Source: an optimization exercise on an open RTL-to-GDS flow (aim: small area). Production flows keep margins and buffers that such runs may drop.
In this exercise RTL edits were held to simulation tests only and were not proved equivalent to the original.
No activity file was given, so power comes from the tool's default toggle rates.

== rev 12 ==
==> flow/design.v (excerpt) <==
module sorted_deadline_alarm_queue #(
   parameter int QUEUE_DEPTH = QUEUE_DEPTH_DEF,
   parameter int TIME_WIDTH  = TIME_WIDTH_DEF
) (
   input  logic                  clock,
   input  logic                  reset,
   input  logic                  req_valid,
   output logic                  req_stall,
   input  sdaq_pkg::req_type     req_data,
   output logic                  rsp_valid,
   input  logic                  rsp_stall,
   output sdaq_pkg::rsp_type     rsp_data,
   input  logic                  psel,
   input  logic                  penable,
   input  logic                  pwrite,
   input  logic [CSR_ADDR_W-1:0] paddr,
   input  logic [CSR_DATA_W-1:0] pwdata,
   output logic [CSR_DATA_W-1:0] prdata,
   output logic                  pready
);
Settings: LEC_CHECK=0, ABC_AREA=1, CAP_MARGIN=20, CORE_MARGIN=2, CORE_UTILIZATION=40, CTS_BUF_LIST=sky130_fd_sc_hd__clkbuf_8, CTS_CLUSTER_DIAMETER=60, CTS_CLUSTER_SIZE=20, SLEW_MARGIN=20; clock period 10.0 ns.
standard.sh (not shown) runs the stock make flow with config.mk's settings and CLKGATE_MAP_FILE= SYNTH_SCRIPT=/design/flow/synth_recipe.tcl, a recipe that flattens the netlist after the stock synthesis.
==> flow/flow/run.sh <==
#!/bin/bash
# The standard layout (the standard.sh: ORFS from synthesis to the
# final layout) with three changes: the port buffers are made of the
# smallest buffer cell, clock tree synthesis inserts no dummy loads, and the
# constant outputs share the single tie cell synthesis made.
set -e
export BUFFER_PORTS_ARGS="-buffer_cell sky130_fd_sc_hd__buf_1"
export SKIP_REPAIR_TIE_FANOUT=1
export CTS_ARGS="-sink_clustering_enable -repair_clock_nets -buf_list sky130_fd_sc_hd__clkbuf_8 -sink_clustering_size 20 -sink_clustering_max_diameter 80 -dont_use_dummy_load"
bash standard.sh > standard.log 2>&1
--- input diff rev 12..rev 13 ---
-- flow/flow/run.sh --
<<< rev 12, line 8
export SKIP_REPAIR_TIE_FANOUT=1
export CTS_ARGS="-sink_clustering_enable -repair_clock_nets -buf_list sky130_fd_sc_hd__clkbuf_8 -sink_clustering_size 20 -sink_clustering_max_diameter 80 -dont_use_dummy_load"
bash standard.sh > standard.log 2>&1
>>> rev 13, line 8
export SKIP_REPAIR_TIE_FANOUT=1
export CTS_ARGS="-sink_clustering_enable -repair_clock_nets -buf_list sky130_fd_sc_hd__clkbuf_8 -sink_clustering_size 20 -sink_clustering_max_diameter 60 -dont_use_dummy_load"
bash standard.sh > standard.log 2>&1
Findings:
On final clock period utilization by the worst path, rev 13 tracks rev 12 almost exactly. TritonCTS buffer count: rev 13 higher than rev 12. On global-route wire length before repair, rev 12 tracks rev 13 almost exactly. Worst setup slack: rev 12 vs rev 13, no meaningful difference. Compared with rev 12, in rev 13 share of post-route cells with drive strength above 1 ~0 delta, number of nets in the layout shows no meaningful change, utilization after layout held steady, clock skew now smaller. The cell leakage power on rev 13 is in line with that on rev 12. Total power up 0.36% in rev 13 wrt rev 12. Internal power contribution: rev 13 vs rev 12 — no meaningful difference.

* * *

== JK ==
Another version of the RTL of sorted_deadline_alarm_queue (not shown whole).
Size: ~1300 cells after synthesis, roughly 690 flip-flops, roughly 0.017 sq mm of cells after synthesis.
Design sorted_deadline_alarm_queue, start of the top module:
module sorted_deadline_alarm_queue #(
   parameter int QUEUE_DEPTH = QUEUE_DEPTH_DEF,
   parameter int TIME_WIDTH  = TIME_WIDTH_DEF
) (
   input  logic                  clock,
   input  logic                  reset,
   input  logic                  req_valid,
   output logic                  req_stall,
   input  sdaq_pkg::req_type     req_data,
   output logic                  rsp_valid,
   input  logic                  rsp_stall,
   output sdaq_pkg::rsp_type     rsp_data,
   input  logic                  psel,
   input  logic                  penable,
   input  logic                  pwrite,
   input  logic [CSR_ADDR_W-1:0] paddr,
   input  logic [CSR_DATA_W-1:0] pwdata,
   output logic [CSR_DATA_W-1:0] prdata,
   output logic                  pready
);
clock: 10.0 ns
lec_check: 0
abc_area: 1
cap_margin: 20
core_margin: 2
core_utilization: 40
cts_buf_list: sky130_fd_sc_hd__clkbuf_8
cts_cluster_diameter: 60
cts_cluster_size: 20
slew_margin: 20
==> flow/flow/run.sh <==
#!/bin/bash
# The standard layout (the standard.sh: ORFS from synthesis to the
# final layout), with the port buffers made of the smallest buffer cell and
# the resizer's power recovery (downsizing off the critical paths) after
# global routing.
set -e
export BUFFER_PORTS_ARGS="-buffer_cell sky130_fd_sc_hd__buf_1"
export RECOVER_POWER=100
bash standard.sh > standard.log 2>&1
The following lists how MS was set up differently from JK:
-- flow/flow/run.sh --
<<< JK, line 3
# final layout), with the port buffers made of the smallest buffer cell and
# the resizer's power recovery (downsizing off the critical paths) after
# global routing.
>>> MS, line 3
# final layout), with the port buffers made of the smallest buffer cell,
# clock tree synthesis without dummy loads, and the resizer's power recovery
# (downsizing off the critical paths) after global routing.
<<< JK, line 9
>>> MS, line 9
export CTS_ARGS="-sink_clustering_enable -repair_clock_nets -buf_list sky130_fd_sc_hd__clkbuf_8 -sink_clustering_size 20 -sink_clustering_max_diameter 60 -dont_use_dummy_load"
Results
- MS reports a lower post-route total power than JK does.
- MS against JK: fmax fell by about 0.4%; met3 wire length shows a reduction of 12%.
- Compared with JK, MS shows a lower fraction of final layout cells sized beyond drive strength 1.
- Diff JK..MS | setup slack on the worst flop-to-flop path | negligible
- Cmp JK and MS / detailed-route via count / higher: JK
#### Input delta (AL over MS)
- PLACE_DENSITY: unset -> 0.8
- CORE_UTILIZATION: 40 -> 70
-- flow/flow/run.sh --
<<< MS, line 9
export CTS_ARGS="-sink_clustering_enable -repair_clock_nets -buf_list sky130_fd_sc_hd__clkbuf_8 -sink_clustering_size 20 -sink_clustering_max_diameter 60 -dont_use_dummy_load"
>>> AL, line 9
export CTS_ARGS="-sink_clustering_enable -repair_clock_nets -buf_list sky130_fd_sc_hd__clkbuf_8 -sink_clustering_size 24 -sink_clustering_max_diameter 50 -dont_use_dummy_load"
==> comparison <==
- AL vs MS — area of the die dropped 42%.
- MS and AL ended up with roughly the same share of total power consumed by net switching.
- The run showing the greater non-clock buffer count is AL.
Inputs modified between AL and TR:
- CORE_UTILIZATION: 70 -> 40
- PLACE_DENSITY: 0.8 -> unset
==> flow/flow/run.sh <==
#!/bin/bash
# The standard layout (the standard.sh: ORFS from synthesis to the
# final layout), with the port buffers made of the smallest buffer cell.
set -e
export BUFFER_PORTS_ARGS="-buffer_cell sky130_fd_sc_hd__buf_1"
bash standard.sh > standard.log 2>&1
### Flow results
Diff TR and AL: register-to-register slack higher in TR. Diff AL -> TR: highest attainable clock frequency has increased; non-filler instance count after layout up 277. Comparing TR and AL, the lower minimum hold slack is on AL. Setup slack improves in TR relative to AL.

-- separate check: timing with driven ports --
In the flow no input, the clock included, has a driving cell. The finished layouts below were timed again as built, in two steps.
Step 1: set_driving_cell puts a clkbuf_16 on clock and a buf_2 on each other input, an assumption about the parent block.
Step 2 adds t to the input delays and takes it off the output delays; t is the mean of the earliest and latest rising clock arrival at the registers after step 1. Input paths then give back, and output paths get back, about the clock's delay inside the block.
Slacks: ideal ports / drivers / drivers and shift; pairs: ideal ports / drivers.
| run | t, ns | setup slack, ns | worst setup path after step 2 | clock arrival spread, ns | worst slew at a driven data input, ns |
|---|---|---|---|---|---|
| rev 12 | 0.592 | 3.132 / 3.108 / 3.108 | input to output | 0.074 / 0.075 | 0.04 |
| rev 13 | 0.601 | 3.130 / 3.106 / 3.106 | input to output | 0.057 / 0.057 | 0.04 |
| JK | 0.633 | 4.084 / 4.061 / 4.061 | input to output | 0.033 / 0.032 | 0.08 |
| MS | 0.598 | 4.062 / 4.039 / 4.039 | input to output | 0.094 / 0.094 | 0.08 |
| AL | 0.570 | 4.007 / 3.969 / 3.969 | input to output | 0.088 / 0.088 | 0.07 |
| TR | 0.631 | 4.204 / 4.182 / 4.182 | input to output | 0.030 / 0.029 | 0.08 |
After both steps setup and hold are still met in every run listed. The setup slack of AL, which loses most, moves by -0.038 ns with the drivers and by -0.038 ns with both steps.
